This is an optimization exercise on Yosys and OpenROAD, whose aim is small area, a short achievable clock period and few clock cycles per item, not a production implementation. The RTL of this run was laid out without a check of its function. Power is estimated from default activity; no workload was simulated.

==> design/flow/design.v <==
module mul_div_unit #(
    parameter int WIDTH = 64
) (
    input  logic             Clk,
    input  logic             Reset,
    input  logic             Start,
    input  logic [2:0]       Op,
    input  logic [WIDTH-1:0] BusA,
    input  logic [WIDTH-1:0] BusB,
    input  logic [4:0]       DestReg,
    output logic             Busy,
    output logic             Done,
    output logic [WIDTH-1:0] Result,
    output logic [4:0]       RW,
    output logic             RegWr
);
    localparam int CW = $clog2(WIDTH);        
    localparam int LW = CW + 1;               
    localparam logic [2:0] OP_MUL   = 3'b000;
    localparam logic [2:0] OP_UMULH = 3'b001;
    localparam logic [2:0] OP_SMULH = 3'b010;
    localparam logic [2:0] OP_UDIV  = 3'b011;
    localparam logic [2:0] OP_SDIV  = 3'b100;
    function automatic logic [CW-1:0] topbit(input logic [WIDTH-1:0] v);
        logic [CW-1:0] n;
        n = '0;
        for (int i = 0; i < WIDTH; i++) if (v[i]) n = i;
        topbit = n;
    endfunction
    function automatic logic ones_run(input logic [WIDTH-1:0] v);
        logic r;
        r = 1'b1;
        for (int i = 0; i < WIDTH - 1; i++) if (v[i+1] && !v[i]) r = 1'b0;
        ones_run = r;
    endfunction
    logic             r_busy;      
    logic             r_done;      
    logic             r_fix;       
    logic             r_div;       
    logic             r_negq;      
    logic             r_selhi;     
    logic             r_swap;      
    logic             r_msg;       
    logic             r_inv;       
    logic             r_ax;        
    logic             r_ay;        
    logic             r_e;         
    logic [CW-1:0]    r_cnt;       
    logic [4:0]       r_rw;
    logic [WIDTH-1:0] r_x;         
    logic [WIDTH-1:0] r_y;         
    logic [WIDTH-1:0] r_lo;        
    logic [WIDTH-1:0] r_hi;        
    logic             w_is_mul, w_is_div, w_is_rsv, w_msgn, w_dsgn;
    logic             w_sa, w_sb, w_nza, w_nzb;
    logic [WIDTH-1:0] w_va, w_vb;
    logic [CW-1:0]    w_ta, w_tb;
    logic [LW-1:0]    w_ma, w_mb;           
    logic [LW-1:0]    w_da, w_db;           
    logic             w_swap;
    logic [LW-1:0]    w_steps;
    logic             w_zero;
    logic             w_first_neg;          
    logic [WIDTH-1:0] w_x0;
    assign w_is_mul = (Op == OP_MUL) || (Op == OP_UMULH) || (Op == OP_SMULH);
    assign w_is_div = (Op == OP_UDIV) || (Op == OP_SDIV);
    assign w_is_rsv = !w_is_mul && !w_is_div;
    assign w_msgn   = (Op == OP_MUL) || (Op == OP_SMULH);
    assign w_dsgn   = (Op == OP_SDIV);
    assign w_sa  = (w_msgn || w_dsgn) && BusA[WIDTH-1];
    assign w_sb  = (w_msgn || w_dsgn) && BusB[WIDTH-1];
    assign w_va  = BusA ^ {WIDTH{w_sa}};
    assign w_vb  = BusB ^ {WIDTH{w_sb}};
    assign w_nza = |w_va;
    assign w_nzb = |w_vb;
    assign w_ta  = topbit(w_va);
    assign w_tb  = topbit(w_vb);
    assign w_ma = w_nza ? ({1'b0, w_ta} + 1'b1 + w_sa) : {{CW{1'b0}}, w_sa};
    assign w_mb = w_nzb ? ({1'b0, w_tb} + 1'b1 + w_sb) : {{CW{1'b0}}, w_sb};
    assign w_da = w_nza ? ({1'b0, w_ta} + 1'b1 + (w_sa && ones_run(w_va))) : {{CW{1'b0}}, w_sa};
    assign w_db = w_nzb ? ({1'b0, w_tb} + 1'b1 + (w_sb && ones_run(w_vb))) : {{CW{1'b0}}, w_sb};
    assign w_swap      = w_is_mul && (w_mb < w_ma);
    assign w_steps     = w_is_div ? w_da : (w_swap ? w_mb : w_ma);
    assign w_zero      = w_is_rsv || (w_steps == '0) || (w_is_div && (w_db == '0 || w_da < w_db));
    assign w_first_neg = w_swap ? w_sb : w_sa;
    assign w_x0        = (w_dsgn && BusA[WIDTH-1]) ? (~BusA + 1'b1) : BusA;
    logic             w_bit;
    logic [WIDTH-1:0] w_add_a, w_add_b;
    logic             w_cin;
    logic [WIDTH:0]   w_sum;
    logic             w_c, w_ge;
    logic [WIDTH-1:0] w_h, w_hi_mul, w_lo_div;
    logic             w_last;
    logic             w_nbit;
    assign w_add_a = r_fix ? '0 : {r_lo[WIDTH-2:0], r_div & r_bit_unused_guard};
    assign w_add_b = r_fix ? ~r_hi
                   : (((r_x & {WIDTH{r_ax}}) | (r_y & {WIDTH{r_ay}})) ^ {WIDTH{r_inv}});
    assign w_cin   = r_fix || r_inv;
    logic [WIDTH-1:0] w_g [CW+1];
    logic [WIDTH-1:0] w_p [CW+1];
    logic [WIDTH-1:0] w_p0;
    always_comb begin
        w_p0    = w_add_a ^ w_add_b;
        w_g[0]  = w_add_a & w_add_b;
        w_p[0]  = w_p0;
        w_g[0][0] = w_g[0][0] | (w_p0[0] & w_cin);
        for (int l = 0; l < CW; l++) begin
            w_g[l+1] = w_g[l];
            w_p[l+1] = w_p[l];
            for (int i = 0; i < WIDTH; i++) begin
                if ((i >> l) & 1) begin
                    w_g[l+1][i] = w_g[l][i] | (w_p[l][i] & w_g[l][((i >> l) << l) - 1]);
                    w_p[l+1][i] = w_p[l][i] & w_p[l][((i >> l) << l) - 1];
                end
            end
        end
    end
    assign w_sum = {w_g[CW][WIDTH-1], w_p0 ^ {w_g[CW][WIDTH-2:0], w_cin}};
    assign w_c     = w_sum[WIDTH];
    assign w_ge     = r_lo[WIDTH-1] || w_c;
    assign w_lo_div = w_ge ? w_sum[WIDTH-1:0] : w_add_a;
    assign w_h      = {r_hi[WIDTH-2:0], r_lo[WIDTH-1]};
    logic [WIDTH-1:0] w_ht, w_hm;
    always_comb begin
        w_ht = w_h ^ {WIDTH{r_e}};
        w_hm[0] = 1'b1;
        for (int i = 1; i < WIDTH; i++) w_hm[i] = w_hm[i-1] & w_ht[i-1];
    end
    assign w_hi_mul = w_h ^ (w_hm & {WIDTH{w_c ^ r_e}});
    assign w_last = (r_cnt == '0);
    assign w_nbit = !w_last && (r_swap ? r_y[r_cnt - 1'b1] : r_x[r_cnt - 1'b1]);
    always_ff @(posedge Clk or posedge Reset) begin
        if (Reset) begin
            r_busy <= 1'b0;
            r_done <= 1'b0;
        end else if (!r_busy) begin
            r_done <= Start && w_zero;
            r_busy <= Start && !w_zero;
        end else if (r_fix || (w_last && !r_negq)) begin
            r_busy <= 1'b0;
            r_done <= 1'b1;
        end
    end
    always_ff @(posedge Clk) begin
        if (!r_busy) begin
            if (Start) begin
                r_rw    <= DestReg;
                r_fix   <= 1'b0;
                r_div   <= w_is_div;
                r_negq  <= w_dsgn && (w_sa ^ w_sb);
                r_selhi <= !(w_is_mul && Op == OP_MUL);
                r_swap  <= w_swap;
                r_msg   <= w_msgn;
                r_cnt   <= w_steps[CW-1:0] - 1'b1;
                r_x     <= w_x0;
                r_y     <= BusB;
                r_ax    <= w_is_mul && w_swap;
                r_ay    <= w_is_div || !w_swap;
                r_inv   <= w_is_div ? !w_sb : w_first_neg;
                r_e     <= w_is_mul && (w_msgn && (w_swap ? BusA[WIDTH-1] : BusB[WIDTH-1])) ^ w_first_neg;
            end
        end else if (r_fix) begin
            r_selhi <= 1'b0;
        end else begin
            r_cnt <= r_cnt - 1'b1;
            if (!r_div) begin
                r_ax  <= r_swap && w_nbit;
                r_ay  <= !r_swap && w_nbit;
                r_inv <= 1'b0;
                r_e   <= w_nbit && r_msg && (r_swap ? r_x[WIDTH-1] : r_y[WIDTH-1]);
            end
            if (w_last) r_fix <= r_negq;
        end
    end
    logic r_dbit;
    always_ff @(posedge Clk) begin
        if (!r_busy) r_dbit <= 1'b1;
        else         r_dbit <= w_nbit;
    end
    wire r_bit_unused_guard = r_dbit;
    always_ff @(posedge Clk) begin
        if (!r_busy) begin
            r_lo <= '0;
            r_hi <= '0;
        end else if (r_fix) begin
            r_lo <= w_sum[WIDTH-1:0];
        end else if (r_div) begin
            r_lo <= w_lo_div;
            r_hi <= {r_hi[WIDTH-2:0], w_ge};
        end else begin
            r_lo <= w_sum[WIDTH-1:0];
            r_hi <= w_hi_mul;
        end
    end
    assign Busy   = r_busy;
    assign Done   = r_done;
    assign Result = r_selhi ? r_hi : r_lo;
    assign RW     = r_rw;
    assign RegWr  = r_done && (r_rw != 5'd31);
endmodule
==> design/flow/run.sh <==
#!/bin/bash
# synth_recipe.tcl (not shown) runs the flow's synth.tcl, then flattens the netlist and writes it again
# the make line also repeats each setting of config.mk as NAME=value (left out here)
make -C /OpenROAD-flow-scripts/flow DESIGN_CONFIG=/design/flow/config.mk WORK_HOME=/design/flow/orfs CLKGATE_MAP_FILE= SYNTH_SCRIPT=/design/flow/synth_recipe.tcl finish
==> design/flow/config.mk <==
export PLATFORM = sky130hd
export DESIGN_NAME = mul_div_unit
export DESIGN_NICKNAME = mul_div_unit
export VERILOG_FILES = /design/flow/design.v
export SDC_FILE = /design/flow/constraint.sdc
export NUM_CORES = 4
export LEC_CHECK = 0
export CAP_MARGIN = 20
export CORE_MARGIN = 2
export CORE_UTILIZATION = 40
export SLEW_MARGIN = 20
==> design/flow/constraint.sdc <==
create_clock -name core_clock -period 5.0 [get_ports {Clk}]
set_input_delay 1.0000 -clock core_clock [delete_from_list [all_inputs] [get_ports {Clk}]]
set_output_delay 1.0000 -clock core_clock [all_outputs]
set_load 0.01 [all_outputs]
==> results by group <==
Status
  – Status: finished with violations
  – SO Faults: setup timing

Clock network
  – Longest Clk Path Bufs: 3
  – Reg clk slew, reported paths: 70 ps
  – Clock Latency Late Sink: ~590 ps
  – CTS root buffer: clkbuf_16
  – TritonCTS clock tree: done
  – # clock sinks: 280
  – Htree depth: 1
  – Post-CTS Hold Buffers: 0
  – Total CTS buffers: 30

Setup path
  – Delay of the slowest critical-path stage: 500 ps
  – WS Path Type: in2reg
  – Setup crit start kind: input port
  – Crit path DAT: 6360 ps
  – Cell mode on critical path: inv_2
  – Setup crit end kind: register
  – CP max FO: 15
  – Slowest-stage cell, CP: or4_4
  – Required time of the critical path: 5340 ps

STA
  – Worst-Margin Slew: roughly 970 ps
  – Post-layout min period: 6020 ps
  – RSZ-0062 raised after global routing: true
  – Period utilisation layout: 1.20
  – Max Freq: between 150 and 200 MHz
  – Setup WS post-layout: -1020 ps
  – Slew Limit Headroom: 0.351
  – Hold_ws: between 400 and 500 ps
  – Final setup violation count: 12
  – Clk_skew: 19.3 ps
  – Fin. Hold Viols: 0
  – Final number of max-transition violations: 0

Final layout
  – Most frequent cells in the layout: buf_4 (718), nand2_1 (298), nor2_1 (189)
  – Fillers: 5745
  – NumNets Final: roughly 4200
  – Area grow syn2layout: 43.6%
  – Multi-input gate area: about 19000 µm²
  – Post-route cell area: 37600 µm²
  – Most common cell after layout, fill and taps aside: buf_4
  – Share of cells above drive strength 1: 0.326
  – Register area: 7110 µm²
  – Finished Layout Cells: 4845

Global route
  – GRT Overall Usage: 0.326
  – Grt ovf: 0
  – Vias in the first global route: 27800
  – Largest net degree at the start of global routing: 81
  – Global-route wire length before repair: 170000 µm
  – Initial antenna violation count: 1

Synth
  – Mean Syn Cell Area: 8.24 µm²
  – Sequential share of the synthesized area: 0.271
  – EDFF count, synth: 149
  – Top_reg_cell synth: edfxtp_1
  – Synth Instances: 3178
  – FF+latch count, synth: 280
  – Mapped cell area: around 26000 µm²
  – FFs w/ async S/R, synth: 0.00714
  – Post-synth cell types: 117
  – Ys Warns: 3
  – Syn nets: around 3400

Placed design
  – Port Buf Inserts: 210
  – Dpl cell area: 34200 µm²
  – DP HPWL: 90000 µm
  – RePlAce Congestion: 1.01
  – Cells after DPL: 4707

Detailed routing
  – DRC: 0
  – Drt first pass iters: 8
  – DR vias/cell: 5.96
  – Final ANT Viol Nets: 0
  – Via Count: ~29000
  – Final wirelength: approximately 120000 µm
  – Starting DRT DRC Count: 3042
  – Routed length per placed instance: 24.1 µm

Power and ir drop
  – P per Cell Area: 523 nW/µm²
  – Leak: 0.0154 µW
  – Peak supply drop: 388 µV

Hold path
  – Worst hold path type: reg2reg

Floorplanning
  – Initial Util: 0.406
  – Overall die width: 260 µm
  – Die height: 260 µm
  – Full die area: 67500 µm²
  – Row count: 93
  – Core ar.: roughly 65000 µm²
  – Boundary pin count: approximately 210

Flow run
  – Max-cap violations: 0
## metal layers
metal	global-route usage	part of all wire	vias to the layer above
li1	-	-	13400
met1	0.451	0.44	14100
met2	0.543	0.46	1238
met3	0.0288	0.064	186
met4	0.0859	0.034	2
met5	0	0.00014	-
## metrics by stage
| stage | utilization | TNS (ps) | total power (µW) | setup WS, ps |
|---|---|---|---|---|
| 2_1_floorplan | - | -13710 | 11200 | -1490 |
| 3_3_place_gp | 0.529 | -38760 | 15500 | -2250 |
| 3_5_place_dp | 0.529 | -44900 | 15800 | -2250 |
| 4_1_cts | 0.562 | -8270 | 18600 | -911 |
| 5_1_grt | 0.582 | -13310 | 20900 | -1250 |
| 6_report | 0.582 | -9040 | 19700 | -1020 |
## cell type report
cell class                      count  area share
Timing Repair Buffer             1018       0.234
Inverter                           81     0.00845
Tap cell                          855      0.0284
Antenna cell                        1   0.0000665
Multi-Input combinational cell   2554       0.512
Sequential cell                   280       0.189
Clock inverter                     20     0.00529
Clock buffer                       36      0.0225
## path summary, 6_finish.rpt
check                                         start               endpoint  slack, ps  cells past startpoint
worst min-delay path            r_lo[36]$_SDFF_PN0_    r_lo[37]$_SDFF_PN0_        460                      2
worst min register to register  r_lo[36]$_SDFF_PN0_    r_lo[37]$_SDFF_PN0_        460                      2
min in group asynchronous                     Reset     r_done$_DFFE_PP0P_        620                      2
max in group asynchronous                     Reset       r_busy$_DFF_PP0_       4180                      2
worst max-delay path                       BusB[63]     r_cnt[5]$_DFFE_PP_      -1020                     31
worst max register to register       r_ay$_DFFE_PP_  r_hi[63]$_SDFFE_PN0N_         20                     22
## cells in the mapped netlist (41+ instances only)
cell | number | area (µm²)
o21ai_0 | 182 | 911
xnor2_1 | 123 | 1080
a211oi_1 | 52 | 390
xor2_1 | 146 | 1280
nand2_1 | 308 | 1160
a21o_1 | 41 | 308
ha_1 | 84 | 1050
mux2_2 | 70 | 788
edfxtp_1 | 149 | 4470
a21oi_1 | 203 | 1020
nor3_1 | 79 | 395
a22oi_1 | 73 | 548
nand4_1 | 64 | 400
nor2b_1 | 108 | 676
nor4_1 | 42 | 263
nand2b_1 | 105 | 657
clkbuf_1 | 213 | 800
nand3_1 | 81 | 405
dfxtp_1 | 129 | 2580
inv_1 | 76 | 285
nor2_1 | 208 | 781
## where the power goes
part	switching (µW)	internal, µW	total [µW]
registers	724	3190	3910
clock network	1020	1370	2390
logic	7220	6150	13400
## timing repair
| action | CTS | global route |
|---|---|---|
| endpoints found under the setup margin | 128 | 117 |
| pin swaps | 64 | 85 |
| buffers inserted | 35 | 39 |
| cloned | 2 | 9 |
| gates resized for setup | 278 | 226 |
## logic make-up (layout without fill, tap and decap cells)
group / count (synthesis) / in the layout / share of synthesized area
buf+inv: 344 / 1155 / 0.0525
xor+xnor: 270 / 270 / 0.0906
flops: 280 / 280 / 0.271
fa+ha+maj: 91 / 91 / 0.0455
simple gates: 1170 / 1170 / 0.231
compound gates: 872 / 872 / 0.228
other cells: 0 / 1 / 0
mux: 151 / 151 / 0.0804
## worst max-delay path: cells and delay by family
family / cells / cell delay, ps
compound gates: 10 / 2030
simple gates: 8 / 1510
buf+inv: 10 / 1220
fa+ha+maj: 2 / 370
xor+xnor: 1 / 190
## sequential cells by signal, indices dropped and copies added, names as in the netlist, 5 cells and up
register  count
r_cnt         6
r_hi         64
r_lo         64
r_rw          5
r_x          64
r_y          64

[afterwards: timing with drivers on the ports]
The results above use ideal ports. As a check the final layout listed here was re-extracted and re-timed, cells and wires unchanged. Step 1: set_driving_cell puts a clkbuf_16 on Clk and a buf_2 on each other input, an assumption about the parent block. Step 2 moves the port delays by t, midway between the first and last clock arrival at a register: inputs arrive t later, outputs are due t later. That takes back most of the time a late clock gives input paths. Slacks: ideal / step 1 / step 2; pairs: ideal / step 1.
t (ns): 0.645
setup WS [ns]: -1.016 / -0.990 / -1.635
worst setup path after step 2: input to register
clock arrival spread, ns: 0.019 / 0.019
worst data-port slew with drivers (ns): 0.10
The setup slack of this run moves by +0.026 ns with the drivers and by -0.619 ns with both steps.
